Source: an optimization exercise on an open RTL-to-GDS flow (aim: small area, a short achievable clock period and few clock cycles per item). Production flows keep margins and buffers that such runs may drop. Only simulation tests tie the RTL to the original design; equivalence was not proved.

## quartz
Design tensor_polynomial_basis_eval_top, start of the top module:
module tensor_polynomial_basis_eval_top (
  input  logic                                clk_i,
  input  logic                                rst_ni,
  input  logic                                item_valid_i,
  output logic                                item_ready_o,
  input  logic [tpbe_pkg::CMD_W-1:0]          item_command_i,
  input  logic signed [tpbe_pkg::COORD_W-1:0] item_coord_a_i,
  input  logic signed [tpbe_pkg::COORD_W-1:0] item_coord_b_i,
  output logic                                result_valid_o,
  input  logic                                result_ready_i,
  output logic signed [tpbe_pkg::VALUE_W-1:0] result_value_o,
  output logic [tpbe_pkg::TERM_W-1:0]         result_term_index_o,
  output logic                                result_last_o,
  output logic                                result_bad_setting_o,
  input  logic                                cfg_we_i,
  input  logic [tpbe_pkg::CFG_IDX_W-1:0]      cfg_idx_i,
  input  logic [tpbe_pkg::CFG_DATA_W-1:0]     cfg_wdata_i
);
  ...
Size in the first run: roughly 3900 cells after synthesis, roughly 68 I/O pins.
==> flow/config.mk <==
export PLATFORM = sky130hd
export DESIGN_NAME = tensor_polynomial_basis_eval_top
export DESIGN_NICKNAME = tensor_polynomial_basis_eval_top
export VERILOG_FILES = /design/flow/design.v
export SDC_FILE = /design/flow/constraint.sdc
export NUM_CORES = 4
export LEC_CHECK = 0
export ABC_AREA = 1
export CAP_MARGIN = 20
export CORE_MARGIN = 2
export CORE_UTILIZATION = 55
export SETUP_SLACK_MARGIN = 5
export SLEW_MARGIN = 20
export TNS_END_PERCENT = 100
==> flow/constraint.sdc <==
create_clock -name core_clock -period 12.0 [get_ports {clk_i}]
set_input_delay 2.4000 -clock core_clock [delete_from_list [all_inputs] [get_ports {clk_i}]]
set_output_delay 2.4000 -clock core_clock [all_outputs]
set_load 0.01 [all_outputs]
run.sh (not shown) runs the stock make flow with config.mk's settings and CLKGATE_MAP_FILE= SYNTH_SCRIPT=/design/flow/synth_recipe.tcl, a recipe that flattens the netlist after the stock synthesis.
Testbench counts of quartz, summed over its fixed seeds: cycles 20,767, beats 18,820.
Changes in garnet relative to quartz:
- ABC_AREA removed (was 1)
## What came out
quartz completed every stage of the flow, and the final layout passed the timing, DRC and antenna checks. garnet: PASS, flow complete, no timing, DRC or antenna violations. Against quartz, garnet comes in 0.90 points higher on final critical-path share of the clock period. The higher routed wire length came out of quartz. Reported for garnet and quartz, post-synthesis register bit count turned out identical to the last digit. Register-to-register slack on garnet is down relative to quartz.

tensor_polynomial_basis_eval_top, a different RTL version from the one above (not shown whole).
For scale: roughly 3300 cells after synthesis, about 400 flip-flops, about 68 I/O pins, roughly 33000 um^2 of cells after synthesis.
==> flow/config.mk <==
export PLATFORM = sky130hd
export DESIGN_NAME = tensor_polynomial_basis_eval_top
export DESIGN_NICKNAME = tensor_polynomial_basis_eval_top
export VERILOG_FILES = /design/flow/design.v
export SDC_FILE = /design/flow/constraint.sdc
export NUM_CORES = 4
export LEC_CHECK = 0
export CAP_MARGIN = 20
export CORE_MARGIN = 2
export CORE_UTILIZATION = 40
export SLEW_MARGIN = 20
==> flow/constraint.sdc <==
create_clock -name core_clock -period 12.0 [get_ports {clk_i}]
set_input_delay 2.4000 -clock core_clock [delete_from_list [all_inputs] [get_ports {clk_i}]]
set_output_delay 2.4000 -clock core_clock [all_outputs]
set_load 0.01 [all_outputs]
The starting point produced a clean layout.
Testbench counts at the start, summed over its fixed seeds: cycles 20,471, beats 18,820.
==> next run, changes <==
- SETUP_SLACK_MARGIN: unset -> 5
- TNS_END_PERCENT: unset -> 100
After rerunning: The changed run completed with no timing, DRC or antenna violations; utilization came out higher by 1.8 points; register-to-register slack improved by 1100 ps; design area rises by 4.1%; synthesized area stays the same; routed wire length rises by 3.6%.

tensor_polynomial_basis_eval_top, a different RTL version from the one above (not shown whole).
Size: ~3900 cells after synthesis, ~530 flip-flops, ~68 I/O pins, about 0.035 mm2 of cells after synthesis.
clock: 12.0 ns
lec_check: 0
abc_area: 1
cap_margin: 20
core_margin: 2
core_utilization: 60
setup_slack_margin: 5
slew_margin: 20
tns_end_percent: 100
The first run went through all stages and came out clean.
Testbench counts at the start, summed over its fixed seeds: cycles 20,767, beats 18,820.
Change:
- ABC_AREA: 1 -> default
- CORE_UTILIZATION: 60 -> 55
Setup slack improves by 0.40 ns.
Non-clock buffer count went up by 9.
Routed wire length went down by roughly a tenth.
Via count went down by roughly a tenth.
Hold slack barely changes.

## static timing again, ports no longer ideal
Ports are ideal in the flow. The routed layouts listed here were re-timed in OpenROAD. Step 1 assumes that a clkbuf_16 drives the clock port and a buf_2 every other input. Step 2 times the ports against the registers' clock, not the clock port: input delays grow and output delays shrink by t, the midpoint of the rising clock arrivals with the driver on. Slacks: ideal ports / drivers / drivers and shift; pairs: ideal ports / drivers.
| run | t, ns | setup slack, ns | worst hold slack (ns) | latest minus earliest clock arrival (ns) | worst data-port slew with drivers (ns) |
|---|---|---|---|---|---|
| quartz | 0.709 | 7.548 / 7.548 / 7.548 | 0.419 / 0.419 / 0.419 | 0.048 / 0.048 | 0.04 |
| garnet | 0.703 | 7.441 / 7.441 / 7.441 | 0.418 / 0.418 / 0.418 | 0.033 / 0.033 | 0.06 |
| the first run of note 2 | 0.641 | 4.020 / 4.020 / 4.020 | 0.419 / 0.419 / 0.419 | 0.025 / 0.025 | 0.05 |
| the second run of note 2 | 0.636 | 5.112 / 5.112 / 5.112 | 0.422 / 0.422 / 0.422 | 0.022 / 0.022 | 0.05 |
| the first run of note 3 | 0.704 | 7.183 / 7.183 / 7.183 | 0.420 / 0.420 / 0.420 | 0.047 / 0.047 | 0.04 |
| the second run of note 3 | 0.703 | 7.579 / 7.579 / 7.550 | 0.418 / 0.418 / 0.418 | 0.033 / 0.034 | 0.04 |
After both steps every run listed still meets setup and hold. For the second run of note 3, which loses most, drivers alone change the setup slack by 0.000 ns; drivers and shift together by -0.029 ns.
